What follows belongs to an exercise in optimizing a design on an open flow for small area and a short achievable clock period; a production flow would make more cautious choices. Where RTL was checked, it was by simulation tests only, not by an equivalence proof against the original. Power and IR drop assume default switching activity.

==> trial 51 <==
==> flow/design.v <==
module mcdf_arb_n #(
    parameter  int NCH   = 4,
    parameter  int DW    = 32,
    parameter  int DEPTH = 32,
    localparam int ID_W  = (NCH > 1) ? $clog2(NCH) : 1
) (
    input  logic                clk_i,
    input  logic                rstn_i,
    input  logic [NCH*DW-1:0]   ch_data_i,
    input  logic [NCH-1:0]      ch_valid_i,
    output logic [NCH-1:0]      ch_ready_o,
    input  logic [NCH-1:0]      cfg_en_i,
    input  logic [NCH*2-1:0]    cfg_prio_i,
    input  logic [NCH*3-1:0]    cfg_pkglen_i,
    output logic [NCH*8-1:0]    margin_o,
    input  logic                f2a_id_req_i,
    input  logic                f2a_ack_i,
    output logic                a2f_val_o,
    output logic [ID_W-1:0]     a2f_id_o,
    output logic [DW-1:0]       a2f_data_o,
    output logic [2:0]          a2f_pkglen_sel_o
);
    localparam int AW = $clog2(DEPTH);
    localparam int CW = AW + 1;
    localparam int RD = DEPTH - 1;      
    logic            xfer;
    logic [DW-1:0]   head   [NCH];      
    logic [DW-1:0]   mem    [NCH][RD];
    logic [AW-1:0]   wr_ptr [NCH];
    logic [AW-1:0]   rd_ptr [NCH];
    logic [CW-1:0]   mgn    [NCH];      
    logic [DW-1:0]   rdat   [NCH];
    logic [NCH-1:0]  empty, one, full, push, pop, elig, cur, h_din, h_mem, m_inc;
    logic [ID_W-1:0] rr_ptr, winner;
    logic            win_found, grant_go, xfer_pop, last;
    logic [AW-1:0]   wcnt;
    always_comb begin
        for (int n = 0; n < NCH; n++) begin
            empty[n]           = mgn[n][AW];
            one[n]             = (mgn[n] == CW'(DEPTH - 1));
            full[n]            = (mgn[n] == '0);
            cur[n]             = (a2f_id_o == ID_W'(n));
            ch_ready_o[n]      = cfg_en_i[n] && !full[n];
            push[n]            = ch_valid_i[n] && cfg_en_i[n] && !full[n];
            pop[n]             = xfer_pop && cur[n];
            elig[n]            = cfg_en_i[n] && !empty[n];
            margin_o[n*8 +: 8] = 8'(mgn[n]);
            h_din[n]           = push[n] && (empty[n] || (one[n] && pop[n]));
            h_mem[n]           = pop[n] && !one[n];
            m_inc[n]           = push[n] && !empty[n] && !(one[n] && pop[n]);
        end
    end
    assign a2f_val_o  = xfer && !empty[a2f_id_o];
    assign xfer_pop   = a2f_val_o && f2a_ack_i;
    assign a2f_data_o = head[a2f_id_o];
    always_comb begin
        for (int n = 0; n < NCH; n++) begin
            rdat[n] = '0;
            for (int i = 0; i < RD; i++)
                if (rd_ptr[n] == AW'(i)) rdat[n] = rdat[n] | mem[n][i];
        end
    end
    always_comb begin
        logic [1:0] best;
        win_found = 1'b0;
        winner    = rr_ptr;
        best      = 2'd3;
        for (int k = 1; k <= NCH; k++) begin
            int idx;
            idx = (int'(rr_ptr) + k) % NCH;
            if (elig[idx] && (!win_found || cfg_prio_i[idx*2 +: 2] < best)) begin
                win_found = 1'b1;
                winner    = ID_W'(idx);
                best      = cfg_prio_i[idx*2 +: 2];
            end
        end
    end
    assign grant_go = !xfer && f2a_id_req_i && win_found;
    always_comb begin
        case (a2f_pkglen_sel_o)
            3'd0:    last = &wcnt[1:0];
            3'd1:    last = &wcnt[2:0];
            3'd2:    last = &wcnt[3:0];
            default: last = &wcnt[4:0];
        endcase
    end
    always_ff @(posedge clk_i or negedge rstn_i) begin
        if (!rstn_i) begin
            xfer             <= 1'b0;
            a2f_id_o         <= '0;
            a2f_pkglen_sel_o <= '0;
            rr_ptr           <= ID_W'(NCH - 1);
            wcnt             <= '0;
        end else begin
            if (grant_go) begin
                xfer             <= 1'b1;
                a2f_id_o         <= winner;
                rr_ptr           <= winner;
                a2f_pkglen_sel_o <= cfg_pkglen_i[winner*3 +: 3];
            end
            if (xfer_pop) begin
                if (last) begin
                    xfer <= 1'b0;
                    wcnt <= '0;
                end else begin
                    wcnt <= wcnt + AW'(1);
                end
            end
        end
    end
    always_ff @(posedge clk_i or negedge rstn_i) begin
        if (!rstn_i) begin
            for (int n = 0; n < NCH; n++) begin
                wr_ptr[n] <= '0;
                rd_ptr[n] <= '0;
                mgn[n]    <= CW'(DEPTH);
            end
        end else begin
            for (int n = 0; n < NCH; n++) begin
                if (m_inc[n]) wr_ptr[n] <= (wr_ptr[n] == AW'(RD - 1)) ? '0 : wr_ptr[n] + AW'(1);
                if (h_mem[n]) rd_ptr[n] <= (rd_ptr[n] == AW'(RD - 1)) ? '0 : rd_ptr[n] + AW'(1);
                if (push[n] && !pop[n])      mgn[n] <= mgn[n] - CW'(1);
                else if (pop[n] && !push[n]) mgn[n] <= mgn[n] + CW'(1);
            end
        end
    end
    always_ff @(posedge clk_i) begin
        for (int n = 0; n < NCH; n++) begin
            if (h_din[n])      head[n] <= ch_data_i[n*DW +: DW];
            else if (h_mem[n]) head[n] <= rdat[n];
            for (int i = 0; i < RD; i++)
                if (push[n] && wr_ptr[n] == AW'(i)) mem[n][i] <= ch_data_i[n*DW +: DW];
        end
    end
endmodule
==> flow/run.sh <==
#!/bin/bash
# synth_recipe.tcl (not shown) runs the flow's synth.tcl, then flattens the netlist and writes it again
# the make line also repeats each setting of config.mk as NAME=value (left out here)
make -C /OpenROAD-flow-scripts/flow DESIGN_CONFIG=/design/flow/config.mk WORK_HOME=/design/flow/orfs CLKGATE_MAP_FILE= SYNTH_SCRIPT=/design/flow/synth_recipe.tcl finish
==> flow/config.mk <==
export PLATFORM = sky130hd
export DESIGN_NAME = mcdf_arb_n
export DESIGN_NICKNAME = mcdf_arb_n
export VERILOG_FILES = /design/flow/design.v
export SDC_FILE = /design/flow/constraint.sdc
export NUM_CORES = 4
export LEC_CHECK = 0
export CAP_MARGIN = 20
export CORE_MARGIN = 2
export CORE_UTILIZATION = 40
export SLEW_MARGIN = 20
==> flow/constraint.sdc <==
create_clock -name core_clock -period 8.0 [get_ports {clk_i}]
set_input_delay 1.6000 -clock core_clock [delete_from_list [all_inputs] [get_ports {clk_i}]]
set_output_delay 1.6000 -clock core_clock [all_outputs]
set_load 0.01 [all_outputs]
==> inputs of build 28, as changes to trial 51 <==
--- a/flow/design.v
+++ b/flow/design.v
@@ -24,13 +24,11 @@
     localparam int CW = AW + 1;
     localparam int RD = DEPTH - 1;      
     logic            xfer;
-    logic [DW-1:0]   head   [NCH];      
-    logic [DW-1:0]   mem    [NCH][RD];
-    logic [AW-1:0]   wr_ptr [NCH];
-    logic [AW-1:0]   rd_ptr [NCH];
+    logic [DW-1:0]   head   [NCH];
+    logic [DW-1:0]   sreg   [NCH][RD];
     logic [CW-1:0]   mgn    [NCH];      
     logic [DW-1:0]   rdat   [NCH];
-    logic [NCH-1:0]  empty, one, full, push, pop, elig, cur, h_din, h_mem, m_inc;
+    logic [NCH-1:0]  empty, one, full, push, pop, elig, cur, h_din, h_mem;
     logic [ID_W-1:0] rr_ptr, winner;
     logic            win_found, grant_go, xfer_pop, last;
     logic [AW-1:0]   wcnt;
@@ -47,32 +45,69 @@
             margin_o[n*8 +: 8] = 8'(mgn[n]);
             h_din[n]           = push[n] && (empty[n] || (one[n] && pop[n]));
             h_mem[n]           = pop[n] && !one[n];
-            m_inc[n]           = push[n] && !empty[n] && !(one[n] && pop[n]);
         end
     end
     assign a2f_val_o  = xfer && !empty[a2f_id_o];
     assign xfer_pop   = a2f_val_o && f2a_ack_i;
     assign a2f_data_o = head[a2f_id_o];
-    always_comb begin
-        for (int n = 0; n < NCH; n++) begin
-            rdat[n] = '0;
-            for (int i = 0; i < RD; i++)
-                if (rd_ptr[n] == AW'(i)) rdat[n] = rdat[n] | mem[n][i];
+    localparam int NT = RD + 1;               
+    localparam int NA = (NT + 2) / 3;         
+    localparam int NN = (NA + 3) / 4;         
+    for (genvar n = 0; n < NCH; n++) begin : g_rd
+        logic [3*NA-1:0]    sel;
+        logic [DW*3*NA-1:0] dat;
+        always_comb begin
+            sel = '0;
+            dat = '0;
+            for (int i = 0; i < RD; i++) begin
+                sel[i]            = (mgn[n] == CW'(RD - 1 - i));
+                dat[i*DW +: DW]   = sreg[n][i];
+            end
+            sel[RD]           = h_din[n];
+            dat[RD*DW +: DW]  = ch_data_i[n*DW +: DW];
+        end
+        for (genvar b = 0; b < DW; b++) begin : g_b
+            logic [4*NN-1:0] t;
+            logic [NN-1:0]   u;
+            for (genvar k = 0; k < 4*NN; k++) begin : g_a
+                if (k < NA) begin : g_aoi
+                    mcdf_arb_aoi222 u_aoi (
+                        .a0(dat[(3*k)*DW + b]),   .s0(sel[3*k]),
+                        .a1(dat[(3*k+1)*DW + b]), .s1(sel[3*k+1]),
+                        .a2(dat[(3*k+2)*DW + b]), .s2(sel[3*k+2]),
+                        .y(t[k]));
+                end else begin : g_one
+                    assign t[k] = 1'b1;
+                end
+            end
+            for (genvar k = 0; k < NN; k++) begin : g_n
+                mcdf_arb_nand4 u_nand (.a(t[4*k]), .b(t[4*k+1]), .c(t[4*k+2]), .d(t[4*k+3]), .y(u[k]));
+            end
+            assign rdat[n][b] = |u;
         end
     end
+    logic [NCH-1:0] win;
+    logic [2:0]     win_len;
     always_comb begin
-        logic [1:0] best;
-        win_found = 1'b0;
-        winner    = rr_ptr;
-        best      = 2'd3;
-        for (int k = 1; k <= NCH; k++) begin
-            int idx;
-            idx = (int'(rr_ptr) + k) % NCH;
-            if (elig[idx] && (!win_found || cfg_prio_i[idx*2 +: 2] < best)) begin
-                win_found = 1'b1;
-                winner    = ID_W'(idx);
-                best      = cfg_prio_i[idx*2 +: 2];
+        for (int i = 0; i < NCH; i++) begin
+            win[i] = elig[i];
+            for (int j = 0; j < NCH; j++) begin
+                if (j != i) begin
+                    logic [ID_W-1:0] di, dj;
+                    di = ID_W'(i) - rr_ptr - ID_W'(1);    
+                    dj = ID_W'(j) - rr_ptr - ID_W'(1);
+                    win[i] = win[i] && (!elig[j] ||
+                             (cfg_prio_i[i*2 +: 2] < cfg_prio_i[j*2 +: 2]) ||
+                             ((cfg_prio_i[i*2 +: 2] == cfg_prio_i[j*2 +: 2]) && (di < dj)));
+                end
             end
+        end
+        win_found = |elig;
+        winner    = '0;
+        win_len   = '0;
+        for (int i = 0; i < NCH; i++) begin
+            winner  = winner  | (win[i] ? ID_W'(i) : '0);
+            win_len = win_len | (win[i] ? cfg_pkglen_i[i*3 +: 3] : 3'd0);
         end
     end
     assign grant_go = !xfer && f2a_id_req_i && win_found;
@@ -96,7 +131,7 @@
                 xfer             <= 1'b1;
                 a2f_id_o         <= winner;
                 rr_ptr           <= winner;
-                a2f_pkglen_sel_o <= cfg_pkglen_i[winner*3 +: 3];
+                a2f_pkglen_sel_o <= win_len;
             end
             if (xfer_pop) begin
                 if (last) begin
@@ -110,15 +145,9 @@
     end
     always_ff @(posedge clk_i or negedge rstn_i) begin
         if (!rstn_i) begin
-            for (int n = 0; n < NCH; n++) begin
-                wr_ptr[n] <= '0;
-                rd_ptr[n] <= '0;
-                mgn[n]    <= CW'(DEPTH);
-            end
+            for (int n = 0; n < NCH; n++) mgn[n] <= CW'(DEPTH);
         end else begin
             for (int n = 0; n < NCH; n++) begin
-                if (m_inc[n]) wr_ptr[n] <= (wr_ptr[n] == AW'(RD - 1)) ? '0 : wr_ptr[n] + AW'(1);
-                if (h_mem[n]) rd_ptr[n] <= (rd_ptr[n] == AW'(RD - 1)) ? '0 : rd_ptr[n] + AW'(1);
                 if (push[n] && !pop[n])      mgn[n] <= mgn[n] - CW'(1);
                 else if (pop[n] && !push[n]) mgn[n] <= mgn[n] + CW'(1);
             end
@@ -126,10 +155,23 @@
     end
     always_ff @(posedge clk_i) begin
         for (int n = 0; n < NCH; n++) begin
-            if (h_din[n])      head[n] <= ch_data_i[n*DW +: DW];
-            else if (h_mem[n]) head[n] <= rdat[n];
-            for (int i = 0; i < RD; i++)
-                if (push[n] && wr_ptr[n] == AW'(i)) mem[n][i] <= ch_data_i[n*DW +: DW];
+            if (h_din[n] || h_mem[n]) head[n] <= rdat[n];
+            if (push[n]) begin
+                sreg[n][0] <= ch_data_i[n*DW +: DW];
+                for (int i = 1; i < RD; i++) sreg[n][i] <= sreg[n][i-1];
+            end
         end
     end
 endmodule
+module mcdf_arb_aoi222 (
+    input  logic a0, s0, a1, s1, a2, s2,
+    output logic y
+);
+    assign y = !((a0 && s0) || (a1 && s1) || (a2 && s2));
+endmodule
+module mcdf_arb_nand4 (
+    input  logic a, b, c, d,
+    output logic y
+);
+    assign y = !(a && b && c && d);
+endmodule
- SYNTH_HIERARCHICAL: unset -> 1
==> inputs of build 34, as changes to trial 51 <==
--- a/flow/design.v
+++ b/flow/design.v
@@ -24,13 +24,11 @@
     localparam int CW = AW + 1;
     localparam int RD = DEPTH - 1;      
     logic            xfer;
-    logic [DW-1:0]   head   [NCH];      
-    logic [DW-1:0]   mem    [NCH][RD];
-    logic [AW-1:0]   wr_ptr [NCH];
-    logic [AW-1:0]   rd_ptr [NCH];
+    logic [DW-1:0]   head   [NCH];
+    logic [DW-1:0]   sreg   [NCH][RD];
     logic [CW-1:0]   mgn    [NCH];      
     logic [DW-1:0]   rdat   [NCH];
-    logic [NCH-1:0]  empty, one, full, push, pop, elig, cur, h_din, h_mem, m_inc;
+    logic [NCH-1:0]  empty, one, full, push, pop, elig, cur, h_din, h_mem;
     logic [ID_W-1:0] rr_ptr, winner;
     logic            win_found, grant_go, xfer_pop, last;
     logic [AW-1:0]   wcnt;
@@ -47,32 +45,66 @@
             margin_o[n*8 +: 8] = 8'(mgn[n]);
             h_din[n]           = push[n] && (empty[n] || (one[n] && pop[n]));
             h_mem[n]           = pop[n] && !one[n];
-            m_inc[n]           = push[n] && !empty[n] && !(one[n] && pop[n]);
         end
     end
     assign a2f_val_o  = xfer && !empty[a2f_id_o];
     assign xfer_pop   = a2f_val_o && f2a_ack_i;
     assign a2f_data_o = head[a2f_id_o];
-    always_comb begin
-        for (int n = 0; n < NCH; n++) begin
-            rdat[n] = '0;
-            for (int i = 0; i < RD; i++)
-                if (rd_ptr[n] == AW'(i)) rdat[n] = rdat[n] | mem[n][i];
+    localparam int NT = RD + 1;               
+    localparam int NA = (NT + 2) / 3;         
+    localparam int NN = (NA + 3) / 4;         
+    for (genvar n = 0; n < NCH; n++) begin : g_rd
+        logic [3*NA-1:0]    sel;
+        logic [DW*3*NA-1:0] dat;
+        always_comb begin
+            sel = '0;
+            dat = '0;
+            for (int i = 0; i < RD; i++) begin
+                sel[i]            = (mgn[n] == CW'(RD - 1 - i));
+                dat[i*DW +: DW]   = sreg[n][i];
+            end
+            sel[RD]           = h_din[n];
+            dat[RD*DW +: DW]  = ch_data_i[n*DW +: DW];
+        end
+        for (genvar b = 0; b < DW; b++) begin : g_b
+            logic [NA-1:0] t;
+            logic [NN-1:0] u;
+            for (genvar k = 0; k < NA; k++) begin : g_a
+                mcdf_arb_aoi222 u_aoi (
+                    .a0(dat[(3*k)*DW + b]),   .s0(sel[3*k]),
+                    .a1(dat[(3*k+1)*DW + b]), .s1(sel[3*k+1]),
+                    .a2(dat[(3*k+2)*DW + b]), .s2(sel[3*k+2]),
+                    .y(t[k]));
+            end
+            for (genvar k = 0; k < NN; k++) begin : g_n
+                localparam int W = (NA - 4*k < 4) ? NA - 4*k : 4;
+                mcdf_arb_nand #(.W(W)) u_nand (.a(t[4*k +: W]), .y(u[k]));
+            end
+            assign rdat[n][b] = |u;
         end
     end
+    logic [NCH-1:0] win;
+    logic [2:0]     win_len;
     always_comb begin
-        logic [1:0] best;
-        win_found = 1'b0;
-        winner    = rr_ptr;
-        best      = 2'd3;
-        for (int k = 1; k <= NCH; k++) begin
-            int idx;
-            idx = (int'(rr_ptr) + k) % NCH;
-            if (elig[idx] && (!win_found || cfg_prio_i[idx*2 +: 2] < best)) begin
-                win_found = 1'b1;
-                winner    = ID_W'(idx);
-                best      = cfg_prio_i[idx*2 +: 2];
+        for (int i = 0; i < NCH; i++) begin
+            win[i] = elig[i];
+            for (int j = 0; j < NCH; j++) begin
+                if (j != i) begin
+                    logic [ID_W-1:0] di, dj;
+                    di = ID_W'(i) - rr_ptr - ID_W'(1);    
+                    dj = ID_W'(j) - rr_ptr - ID_W'(1);
+                    win[i] = win[i] && (!elig[j] ||
+                             (cfg_prio_i[i*2 +: 2] < cfg_prio_i[j*2 +: 2]) ||
+                             ((cfg_prio_i[i*2 +: 2] == cfg_prio_i[j*2 +: 2]) && (di < dj)));
+                end
             end
+        end
+        win_found = |elig;
+        winner    = '0;
+        win_len   = '0;
+        for (int i = 0; i < NCH; i++) begin
+            winner  = winner  | (win[i] ? ID_W'(i) : '0);
+            win_len = win_len | (win[i] ? cfg_pkglen_i[i*3 +: 3] : 3'd0);
         end
     end
     assign grant_go = !xfer && f2a_id_req_i && win_found;
@@ -96,7 +128,7 @@
                 xfer             <= 1'b1;
                 a2f_id_o         <= winner;
                 rr_ptr           <= winner;
-                a2f_pkglen_sel_o <= cfg_pkglen_i[winner*3 +: 3];
+                a2f_pkglen_sel_o <= win_len;
             end
             if (xfer_pop) begin
                 if (last) begin
@@ -110,15 +142,9 @@
     end
     always_ff @(posedge clk_i or negedge rstn_i) begin
         if (!rstn_i) begin
-            for (int n = 0; n < NCH; n++) begin
-                wr_ptr[n] <= '0;
-                rd_ptr[n] <= '0;
-                mgn[n]    <= CW'(DEPTH);
-            end
+            for (int n = 0; n < NCH; n++) mgn[n] <= CW'(DEPTH);
         end else begin
             for (int n = 0; n < NCH; n++) begin
-                if (m_inc[n]) wr_ptr[n] <= (wr_ptr[n] == AW'(RD - 1)) ? '0 : wr_ptr[n] + AW'(1);
-                if (h_mem[n]) rd_ptr[n] <= (rd_ptr[n] == AW'(RD - 1)) ? '0 : rd_ptr[n] + AW'(1);
                 if (push[n] && !pop[n])      mgn[n] <= mgn[n] - CW'(1);
                 else if (pop[n] && !push[n]) mgn[n] <= mgn[n] + CW'(1);
             end
@@ -126,10 +152,25 @@
     end
     always_ff @(posedge clk_i) begin
         for (int n = 0; n < NCH; n++) begin
-            if (h_din[n])      head[n] <= ch_data_i[n*DW +: DW];
-            else if (h_mem[n]) head[n] <= rdat[n];
-            for (int i = 0; i < RD; i++)
-                if (push[n] && wr_ptr[n] == AW'(i)) mem[n][i] <= ch_data_i[n*DW +: DW];
+            if (h_din[n] || h_mem[n]) head[n] <= rdat[n];
+            if (push[n]) begin
+                sreg[n][0] <= ch_data_i[n*DW +: DW];
+                for (int i = 1; i < RD; i++) sreg[n][i] <= sreg[n][i-1];
+            end
         end
     end
 endmodule
+module mcdf_arb_aoi222 (
+    input  logic a0, s0, a1, s1, a2, s2,
+    output logic y
+);
+    assign y = !((a0 && s0) || (a1 && s1) || (a2 && s2));
+endmodule
+module mcdf_arb_nand #(
+    parameter int W = 4
+) (
+    input  logic [W-1:0] a,
+    output logic         y
+);
+    assign y = !(&a);
+endmodule
- CORE_UTILIZATION: 40 -> 70
- CTS_BUF_LIST: unset -> sky130_fd_sc_hd__clkbuf_4 sky130_fd_sc_hd__clkbuf_8
- CTS_CLUSTER_SIZE: unset -> 20
- SETUP_SLACK_MARGIN: unset -> 4.2
- SYNTH_HIERARCHICAL: unset -> 1
==> summary.txt <==
Sequential power is about the same in build 28 and build 34. Maximum frequency, lowest first: trial 51, build 28, build 34. Of trial 51 and build 34, trial 51 has the higher clock power (gap about 14%, measured against build 34). Die area: build 34 < build 28 < trial 51.
==> figures <==
| quantity | build 34 | build 28 | trial 51 |
|---|---|---|---|
| Status | finished clean | finished clean | finished clean |
| Critical path startpoint category | register | register | input pin |
| Final critical-path required period | 4310 ps | 5070 ps | 6680 ps |
| Clock-net power | 16.4 mW | 18.9 mW | 18.7 mW |
| Worst R2R Start | mgn[0][5] | mgn[0][5] | rr_ptr[1] |
| Width of the chip | 459 microns | 606 microns | 622 microns |
| Total CTS buffers | 628 | 410 | 407 |
| Reg power frac | 0.532 | 0.515 | 0.479 |
| Count of TritonRoute iterations in the first routing pass | 12 | 12 | 9 |
| Mean instance size in the synthesized netlist | 22.0 sq um | 22.0 sq um | 18.5 sq um |
No functional check of the RTL was part of build 28 and build 34.

afterwards: timing with drivers on the ports:
How much do the figures lean on ideal ports? The routed layouts below were timed once more, with nothing changed but the port constraints.
Step 1, drivers: a clkbuf_16 drives clk_i and a buf_2 each remaining input, both assumed.
Step 2, shift: input delay + t, output delay - t, t = (earliest + latest rising clock arrival at the registers) / 2. This alone moves slack from input paths to output paths.
a / b / c = ideal / step 1 / step 2; a / b = the first two.
| run | t, ns | slack for setup (ns) | clock arrival spread, ns | cell pins on the clock port's net |
|---|---|---|---|---|
| trial 51 | 1.016 | 1.316 / 1.387 / 0.370 | 0.054 / 0.053 | 1 |
| build 28 | 1.063 | 2.935 / 2.830 / 2.702 | 0.068 / 0.068 | 1 |
| build 34 | 1.188 | 3.687 / 3.587 / 3.205 | 0.043 / 0.043 | 1 |
After both steps setup and hold are still met in every run listed. The setup slack of trial 51, which loses most, moves by +0.071 ns with the drivers and by -0.946 ns with both steps.
